Source: an optimization exercise on an open RTL-to-GDS flow (aim: small area). Production flows keep margins and buffers that such runs may drop.
The RTL of this run was laid out without a check of its function.

==> flow/run.sh <==
#!/bin/bash
# synth_recipe.tcl (not shown) runs the flow's synth.tcl, then flattens the netlist and writes it again
# the make line also repeats each setting of config.mk as NAME=value (left out here)
make -C /OpenROAD-flow-scripts/flow DESIGN_CONFIG=/design/flow/config.mk WORK_HOME=/design/flow/orfs CLKGATE_MAP_FILE= SYNTH_SCRIPT=/design/flow/synth_recipe.tcl finish
==> flow/config.mk <==
export PLATFORM = sky130hd
export DESIGN_NAME = sliding_mode_heading_tracker
export DESIGN_NICKNAME = sliding_mode_heading_tracker
export VERILOG_FILES = /design/flow/design.v
export SDC_FILE = /design/flow/constraint.sdc
export NUM_CORES = 4
export LEC_CHECK = 0
export CAP_MARGIN = 20
export CORE_MARGIN = 2
export CORE_UTILIZATION = 40
export SLEW_MARGIN = 20
==> flow/design.v <==
package shmt_pkg;
	localparam int CORDIC_STAGES = 16;
	localparam int ATAN_LEN = 24;
	localparam int CORDIC_N = (CORDIC_STAGES < ATAN_LEN) ? CORDIC_STAGES : ATAN_LEN;
	localparam int XY_W = 36;
	localparam int Z_W = 28;
	localparam int CORDIC_W = 2*XY_W + Z_W + 35;
	localparam logic [ATAN_LEN*Z_W-1:0] ATAN_Q24 = {
		28'd2, 28'd4, 28'd8, 28'd16,
		28'd32, 28'd64, 28'd128, 28'd256,
		28'd512, 28'd1024, 28'd2048, 28'd4096,
		28'd8192, 28'd16384, 28'd32768, 28'd65536,
		28'd131069, 28'd262123, 28'd524117, 28'd1047214,
		28'd2086331, 28'd4110060, 28'd7778716, 28'd13176795
	};
	localparam logic signed [29:0] PI_Q24 = 30'sd52707179;
	localparam logic signed [29:0] TWO_PI_Q24 = 30'sd105414358;
	localparam logic [29:0] INV_GAIN_Q30 = 30'd652032874;
	localparam logic [63:0] NEAR_LIM64 = ((64'd6554 << 30) - 64'd1) / 64'd652032874;
	localparam logic [63:0] RECIP_Q40_64 = ((64'd1 << 40) + 64'd1228) / 64'd1229;
	localparam logic [15:0] BOUND_Q13 = 16'd1229;
	localparam logic [15:0] HALF_PI_Q13 = 16'd12868;
	localparam logic [12:0] ONE_Q12 = 13'd4096;
	localparam logic [16:0] TINY_Q12 = 17'd41;
	localparam logic [30:0] ONE_Q30 = 31'h4000_0000;
	localparam logic [1:0] REG_MAX_LIN = 2'd0;
	localparam logic [1:0] REG_MAX_TURN = 2'd1;
	localparam logic [1:0] REG_MIN_TURN = 2'd2;
	typedef struct packed {
		logic signed [31:0] cur_x;
		logic signed [31:0] cur_y;
		logic signed [15:0] cur_heading;
		logic signed [31:0] target_x;
		logic signed [31:0] target_y;
	} in_word_t;
	typedef struct packed {
		logic [14:0]        linear_cmd;
		logic signed [15:0] angular_cmd;
	} out_word_t;
	typedef struct packed {
		logic signed [15:0] head;
		logic               near;
		logic signed [16:0] w;
		logic               cos_en;
	} side_t;
	typedef struct packed {
		logic signed [XY_W-1:0] x;
		logic signed [XY_W-1:0] y;
		logic signed [Z_W-1:0]  z;
		side_t                  side;
	} cordic_t;
endpackage
import shmt_pkg::*;
module shmt_cell (
	input  logic                  clk,
	input  logic                  arst_n,
	input  logic                  rotate,
	input  logic [4:0]            shamt,
	input  logic signed [shmt_pkg::Z_W-1:0] angle,
	input  logic                  vld_in,
	input  shmt_pkg::cordic_t               d_in,
	output logic                  vld_out,
	output shmt_pkg::cordic_t               d_out
);
	logic signed [XY_W-1:0] xs, ys;
	logic neg;
	shmt_pkg::cordic_t nxt;
	always_comb begin
		xs = d_in.x >>> shamt;
		ys = d_in.y >>> shamt;
		neg = rotate ? (d_in.z >= 0) : (d_in.y < 0);
		nxt = d_in;
		if (neg) begin
			nxt.x = d_in.x - ys;
			nxt.y = d_in.y + xs;
			nxt.z = d_in.z - angle;
		end else begin
			nxt.x = d_in.x + ys;
			nxt.y = d_in.y - xs;
			nxt.z = d_in.z + angle;
		end
	end
	always_ff @(posedge clk or negedge arst_n) begin
		if (!arst_n) begin
			vld_out <= 1'b0;
		end else begin
			vld_out <= vld_in;
		end
	end
	always_ff @(posedge clk) begin
		d_out <= nxt;
	end
endmodule
import shmt_pkg::*;
module sliding_mode_heading_tracker (
	input  logic        clk,
	input  logic        arst_n,
	input  logic        start,
	output logic        busy,
	input  shmt_pkg::in_word_t    pose,
	output logic        result_valid,
	output shmt_pkg::out_word_t   result,
	input  logic        cfg_we,
	input  logic [1:0]  cfg_idx,
	input  logic [14:0] cfg_data
);
	logic [14:0] max_lin_q, max_turn_q, min_turn_q;
	always_ff @(posedge clk or negedge arst_n) begin
		if (!arst_n) begin
			max_lin_q  <= 15'd2048;
			max_turn_q <= 15'd4096;
			min_turn_q <= 15'd410;
		end else if (cfg_we) begin
			case (cfg_idx)
				REG_MAX_LIN:  max_lin_q  <= cfg_data;
				REG_MAX_TURN: max_turn_q <= cfg_data;
				REG_MIN_TURN: min_turn_q <= cfg_data;
				default: ;
			endcase
		end
	end
	assign busy = 1'b0;
	logic accept;
	assign accept = start && !busy;
	logic signed [32:0] dx, dy;
	shmt_pkg::cordic_t vec_init;
	always_comb begin
		dx = 33'(pose.target_x) - 33'(pose.cur_x);
		dy = 33'(pose.target_y) - 33'(pose.cur_y);
		vec_init = '0;
		vec_init.side.head = pose.cur_heading;
		if (dx < 0) begin
			vec_init.x = -(36'(dx));
			vec_init.y = -(36'(dy));
			vec_init.z = (dy >= 0) ? 28'(PI_Q24) : -(28'(PI_Q24));
		end else begin
			vec_init.x = 36'(dx);
			vec_init.y = 36'(dy);
			vec_init.z = '0;
		end
	end
	logic [CORDIC_N:0]              vec_vld;
	logic [CORDIC_N:0][CORDIC_W-1:0] vec_d;
	always_ff @(posedge clk or negedge arst_n) begin
		if (!arst_n) begin
			vec_vld[0] <= 1'b0;
		end else begin
			vec_vld[0] <= accept;
		end
	end
	always_ff @(posedge clk) begin
		vec_d[0] <= vec_init;
	end
	for (genvar g = 0; g < CORDIC_N; g++) begin : g_vec
		shmt_cell u_cell (
			.clk     (clk),
			.arst_n  (arst_n),
			.rotate  (1'b0),
			.shamt   (5'(g)),
			.angle   (ATAN_Q24[g*Z_W +: Z_W]),
			.vld_in  (vec_vld[g]),
			.d_in    (vec_d[g]),
			.vld_out (vec_vld[g+1]),
			.d_out   (vec_d[g+1])
		);
	end
	shmt_pkg::cordic_t vec_o;
	logic signed [29:0] err, err_w;
	logic signed [29:0] e_rnd;
	logic near;
	assign vec_o = vec_d[CORDIC_N];
	always_comb begin
		near = vec_o.x <= $signed({1'b0, NEAR_LIM64[XY_W-2:0]});
		err = 30'(vec_o.z) - (30'(vec_o.side.head) <<< 11);
		if (err > PI_Q24) begin
			err_w = err - TWO_PI_Q24;
		end else if (err < -PI_Q24) begin
			err_w = err + TWO_PI_Q24;
		end else begin
			err_w = err;
		end
		e_rnd = (err_w + 30'sd1024) >>> 11;
	end
	logic               vld_s1;
	logic signed [16:0] e13_s1;
	logic               near_s1;
	always_ff @(posedge clk or negedge arst_n) begin
		if (!arst_n) begin
			vld_s1 <= 1'b0;
		end else begin
			vld_s1 <= vec_vld[CORDIC_N];
		end
	end
	always_ff @(posedge clk) begin
		e13_s1  <= 17'(e_rnd);
		near_s1 <= near;
	end
	logic [15:0] abs_e;
	logic [22:0] numer;
	always_comb begin
		abs_e = (e13_s1 < 0) ? 16'(-e13_s1) : 16'(e13_s1);
		numer = {abs_e[10:0], 12'd0} + 23'd614;
	end
	logic               vld_s2;
	logic signed [16:0] e13_s2;
	logic [15:0]        abs_s2;
	logic               near_s2;
	logic [52:0]        quot_s2;
	always_ff @(posedge clk or negedge arst_n) begin
		if (!arst_n) begin
			vld_s2 <= 1'b0;
		end else begin
			vld_s2 <= vld_s1;
		end
	end
	always_ff @(posedge clk) begin
		e13_s2  <= e13_s1;
		abs_s2  <= abs_e;
		near_s2 <= near_s1;
		quot_s2 <= 53'(numer) * 53'(RECIP_Q40_64[29:0]);
	end
	logic [12:0] sat_mag;
	shmt_pkg::cordic_t rot_init;
	always_comb begin
		sat_mag = (abs_s2 > BOUND_Q13) ? ONE_Q12 : quot_s2[52:40];
		rot_init = '0;
		rot_init.x = 36'(INV_GAIN_Q30);
		rot_init.y = '0;
		rot_init.z = 28'(e13_s2) <<< 11;
		rot_init.side.near = near_s2;
		rot_init.side.cos_en = abs_s2 <= HALF_PI_Q13;
		rot_init.side.w = (e13_s2 < 0) ? (e13_s2 - 17'(sat_mag))
			: (e13_s2 + 17'(sat_mag));
	end
	logic [CORDIC_N:0]              rot_vld;
	logic [CORDIC_N:0][CORDIC_W-1:0] rot_d;
	always_ff @(posedge clk or negedge arst_n) begin
		if (!arst_n) begin
			rot_vld[0] <= 1'b0;
		end else begin
			rot_vld[0] <= vld_s2;
		end
	end
	always_ff @(posedge clk) begin
		rot_d[0] <= rot_init;
	end
	for (genvar g = 0; g < CORDIC_N; g++) begin : g_rot
		shmt_cell u_cell (
			.clk     (clk),
			.arst_n  (arst_n),
			.rotate  (1'b1),
			.shamt   (5'(g)),
			.angle   (ATAN_Q24[g*Z_W +: Z_W]),
			.vld_in  (rot_vld[g]),
			.d_in    (rot_d[g]),
			.vld_out (rot_vld[g+1]),
			.d_out   (rot_d[g+1])
		);
	end
	shmt_pkg::cordic_t rot_o;
	logic [30:0] cos_c;
	assign rot_o = rot_d[CORDIC_N];
	always_comb begin
		if (rot_o.x < 0) begin
			cos_c = '0;
		end else if (rot_o.x > $signed(36'(ONE_Q30))) begin
			cos_c = ONE_Q30;
		end else begin
			cos_c = rot_o.x[30:0];
		end
	end
	logic        vld_s4;
	shmt_pkg::side_t       side_s4;
	logic [45:0] vprod_s4;
	always_ff @(posedge clk or negedge arst_n) begin
		if (!arst_n) begin
			vld_s4 <= 1'b0;
		end else begin
			vld_s4 <= rot_vld[CORDIC_N];
		end
	end
	always_ff @(posedge clk) begin
		side_s4  <= rot_o.side;
		vprod_s4 <= 46'(max_lin_q) * 46'(cos_c);
	end
	logic [14:0]        v_fin;
	logic signed [16:0] w_pre, w_fin;
	logic [16:0]        w_abs;
	always_comb begin
		v_fin = (side_s4.near || !side_s4.cos_en) ? 15'd0 : vprod_s4[44:30];
		w_pre = side_s4.near ? 17'sd0 : side_s4.w;
		w_abs = (w_pre < 0) ? 17'(-w_pre) : 17'(w_pre);
		w_fin = w_pre;
		if (w_abs > 17'(max_turn_q)) begin
			w_fin = (w_pre < 0) ? -$signed(17'(max_turn_q)) : $signed(17'(max_turn_q));
		end else if (w_abs < 17'(min_turn_q) && w_abs >= TINY_Q12) begin
			w_fin = (w_pre < 0) ? -$signed(17'(min_turn_q)) : $signed(17'(min_turn_q));
		end
	end
	always_ff @(posedge clk or negedge arst_n) begin
		if (!arst_n) begin
			result_valid <= 1'b0;
		end else begin
			result_valid <= vld_s4;
		end
	end
	always_ff @(posedge clk) begin
		result.linear_cmd  <= v_fin;
		result.angular_cmd <= w_fin[15:0];
	end
endmodule
==> flow/constraint.sdc <==
create_clock -name core_clock -period 10.0 [get_ports {clk}]
set_input_delay 2.0000 -clock core_clock [delete_from_list [all_inputs] [get_ports {clk}]]
set_output_delay 2.0000 -clock core_clock [all_outputs]
set_load 0.01 [all_outputs]
==> results.txt <==
## flip-flops by register name, indices dropped and copies added (netlist names), 16 cells and up
name                  cells
g_vec.u_cell.d_out     1803
g_rot.u_cell.d_out     1616
vec_d                    91
rot_d                    36
result                   31
side_s4                  19
e13_s1                   17
abs_s2                   16
e13_s2                   16
g_rot.u_cell.vld_out     16
g_vec.u_cell.vld_out     16
## cell type report
cell class	count	area [um^2]	share of cell area
repair buffers	353	3138	0.01114
clock inverters	243	3396	0.01205
clock buffers	547	11810	0.04192
diodes	8	20.02	0.00007107
inverters	1854	6959	0.02470
multi-input cells	22809	170200	0.6042
flip-flops and latches	3758	75680	0.2687
well taps	8379	10480	0.03722
## metrics by stage
step	area, um^2	std cells	hold slack (ns)	util
floorplan	254500	28858	0.3096	-
global placement	266500	37153	0.3097	0.4209
detailed placement	266500	37153	0.3121	0.4209
CTS	281700	37943	0.3117	0.4449
global route	281700	37946	0.3099	0.4449
finish	281700	37951	0.2949	0.4449
## metal layers
| metal | track usage | vias up | part of all wire |
|---|---|---|---|
| li1 | - | 102002 | - |
| met1 | 0.2720 | 95397 | 0.46 |
| met2 | 0.3481 | 3849 | 0.47 |
| met3 | 0.02319 | 874 | 0.043 |
| met4 | 0.05190 | 14 | 0.027 |
| met5 | 0 | - | 0.00013 |
## worst max path at each step
stage                                                    from                    to  slack (ns)  cells past startpoint
after floorplan           g_rot[15].u_cell.d_out[102]$_DFF_P_  vprod_s4[44]$_DFF_P_        1.75                     32
after global placement    g_rot[15].u_cell.d_out[112]$_DFF_P_  vprod_s4[44]$_DFF_P_        0.87                     32
after detailed placement  g_rot[15].u_cell.d_out[100]$_DFF_P_  vprod_s4[44]$_DFF_P_        0.94                     33
after CTS                 g_rot[15].u_cell.d_out[100]$_DFF_P_  vprod_s4[44]$_DFF_P_        0.88                     33
after global routing      g_rot[15].u_cell.d_out[102]$_DFF_P_  vprod_s4[44]$_DFF_P_        0.39                     34
final                     g_rot[15].u_cell.d_out[102]$_DFF_P_  vprod_s4[44]$_DFF_P_        1.01                     34
## synth_stat cells (all sizes together), types with 76 or more instances
| cell type | number | share of area |
|---|---|---|
| a211oi | 169 | 0.0050 |
| a21boi | 111 | 0.0033 |
| a21o | 891 | 0.026 |
| a21oi | 2377 | 0.047 |
| a31oi | 259 | 0.0064 |
| and2 | 417 | 0.010 |
| and3 | 282 | 0.0069 |
| clkbuf | 370 | 0.0055 |
| dfrtp | 76 | 0.0075 |
| dfxtp | 3675 | 0.29 |
| fa | 553 | 0.044 |
| ha | 3119 | 0.15 |
| inv | 1845 | 0.027 |
| mux2 | 79 | 0.0035 |
| nand2 | 1601 | 0.024 |
| nand2b | 413 | 0.010 |
| nand3 | 447 | 0.0088 |
| nand4 | 128 | 0.0031 |
| nor2 | 2454 | 0.036 |
| nor2b | 348 | 0.0086 |
| nor3 | 693 | 0.014 |
| nor4 | 250 | 0.0061 |
| o211ai | 104 | 0.0031 |
| o21a | 418 | 0.012 |
| o21ai | 1387 | 0.027 |
| o21bai | 419 | 0.012 |
| o31ai | 276 | 0.0082 |
| o41ai | 161 | 0.0056 |
| or2 | 121 | 0.0030 |
| or3 | 290 | 0.0072 |
| or4 | 133 | 0.0040 |
| xnor2 | 2638 | 0.091 |
| xor2 | 1303 | 0.045 |
## logic make-up (layout without fill, tap and decap cells)
group	Yosys count	in the layout	synth area share
and+or+nand+nor	7789	7789	0.1486
AOI/OAI and AO/OA	7249	7249	0.1811
xor gates and xnor gates	3941	3941	0.1357
DFF	3758	3758	0.2974
adders and majority gates	3672	3672	0.1969
buffers and inverters	2291	2997	0.03403
muxes	151	151	0.006329
other	1	15	0.00001474
## critical path: cells and delay by family (launching register included)
kind,cells,cell delay (ns)
buffers and inverters,8,1.28
AND/OR/NAND/NOR,4,0.99
XOR/XNOR,1,0.09
flip-flops,1,0.31
adder cells (fa/ha/maj),7,3.13
AO/OA/AOI/OAI,14,3.07
==> results.yml <==
critical_path:
  cp-end-kind: "register"
  rrSetupSlack_ns: 1.01
  crit_arrival_ns: 9.86
  crit_type: "reg -> reg"
  crit_path_max_incr_delay_ns: 0.53
  crit_required_ns: 10.86
  r2r-end: "vprod_s4[44]$_DFF_P_"
  crit_path_top_delay_cell: "fa_1"
  worstPathMaxFanout: 29
  crit_path_frequent_cell: "fa_1"
  cp-start-kind: "register"
  r2r_start: "g_rot[15].u_cell.d_out[102]$_DFF_P_"
  ff2ff_path_depth: 34
synth:
  synth_area_per_cell_um2: 8.818
  synth_seq_cells: 3758
  ys_warn_count: 2
  syn_area_mm2: 0.2544
  synth_cell_types: 116
  synthFlopType: "dfxtp_1"
  synth_edf_count: 0
  ys_seq_area_frac: 0.2974
  synthArstFlopShare: 0.02209
  syn_inst: 28852
cts:
  clk_latency_ns: 1.05
  cts_root_buffer: "clkbuf_16"
  clock-sinks: 3758
  postCtsSetupRepairBufs: 0
  clk_transition_reported_paths_ns: 0.06
  cts_hold_buf: 0
  numCtsBuffers: 425
  cts_max_path_buffers: 4
  cts_resized: 0
  h-tree-depth: 5
  cts_tree: "done"
final_layout:
  nets: 33038
  layout_common_cells: "3,656 x dfxtp_1, 3,119 x ha_1, 2,638 x xnor2_1, 2,449 x nor2_1, 2,375 x a21oi_1"
  n_fill_cell: 61605
  layout_commonest_cell: "dfxtp_1"
  areaGrowthSynthToFinish_pct: 10.72
  drive_gt1_frac: 0.04387
routing:
  drcViolationCount: 0
  drtIter0Drc: 12404
  vias: 202136
  drt-vias-per-instance: 5.326
  wirelength_um: 681800
  final_antenna_net_count: 0
  wire_per_inst_um: 17.97
  dr.pass1.iters: 6
sta:
  grt_setup_unrepaired: "no"
  final.setup_skew_ns: 0.08835
  layout_setup_ws_ns: 1.008
  setup_viol: 0
  fin_crit_sh: 0.8992
  fmax_ghz: 0.1112
  post-route-min-period_ns: 8.992
  drv_slew: 0
  worst_pin_slew_ns: 1.113
  hold_violations: 0
  tns_ns: 0
  relSlewSlack: 0.2573
run:
  cap_violations: 0
global_routing:
  grt_use_total: 0.2033
  gr-total-overflow: 0
  grt_max_degree: 63
  grt_pass1_vias: 195207
  grt_pass1_wl_um: 1074000
  antenna_found_initial: 39
worst_hold_path:
  hp-class: "reg -> reg"
  hp-start: "g_rot[10].u_cell.d_out[45]$_DFF_P_"
  holdPathStages: 0
  min_to: "g_rot[11].u_cell.d_out[45]$_DFF_P_"
placed_design:
  io_buffers: 196
  dp_slack_ns: 0.9377
  gp_congestion: 0.9109
  hpwl_um: 555100
die:
  die_w_um: 801.5
  chipHeight_um: 801.5
  std_cell_rows: 292
  core-area_mm2: 0.6332
  die-area_mm2: 0.6425
  io_pins: 198
  start_util: 0.4018
outcome:
  status: "timing/DRC/antenna clean"

==> what the ideal ports hide <==
No port has a modelled driver above. Below, the same layout with a new extraction and two added sets of constraints. Step 1 (the two cells are an assumption about what drives the block):
set clk [get_ports {clk}]
set_driving_cell -lib_cell sky130_fd_sc_hd__clkbuf_16 $clk
set_driving_cell -lib_cell sky130_fd_sc_hd__buf_2 [delete_from_list [all_inputs] $clk]
Step 2 moves the port delays by t, midway between the first and last clock arrival at a register: inputs arrive t later, outputs are due t later. That takes back most of the time a late clock gives input paths. Three values: no drivers, after step 1, after step 2; two values: the first two.
t (ns): 1.137
setup slack, ns: 1.008 / 1.008 / 1.008
hold WS [ns]: 0.295 / 0.295 / 0.295
pins driven straight from the clock port: 1
After both steps setup and hold are still met in this run. For this run, drivers alone change the setup slack by 0.000 ns; drivers and shift together by 0.000 ns.
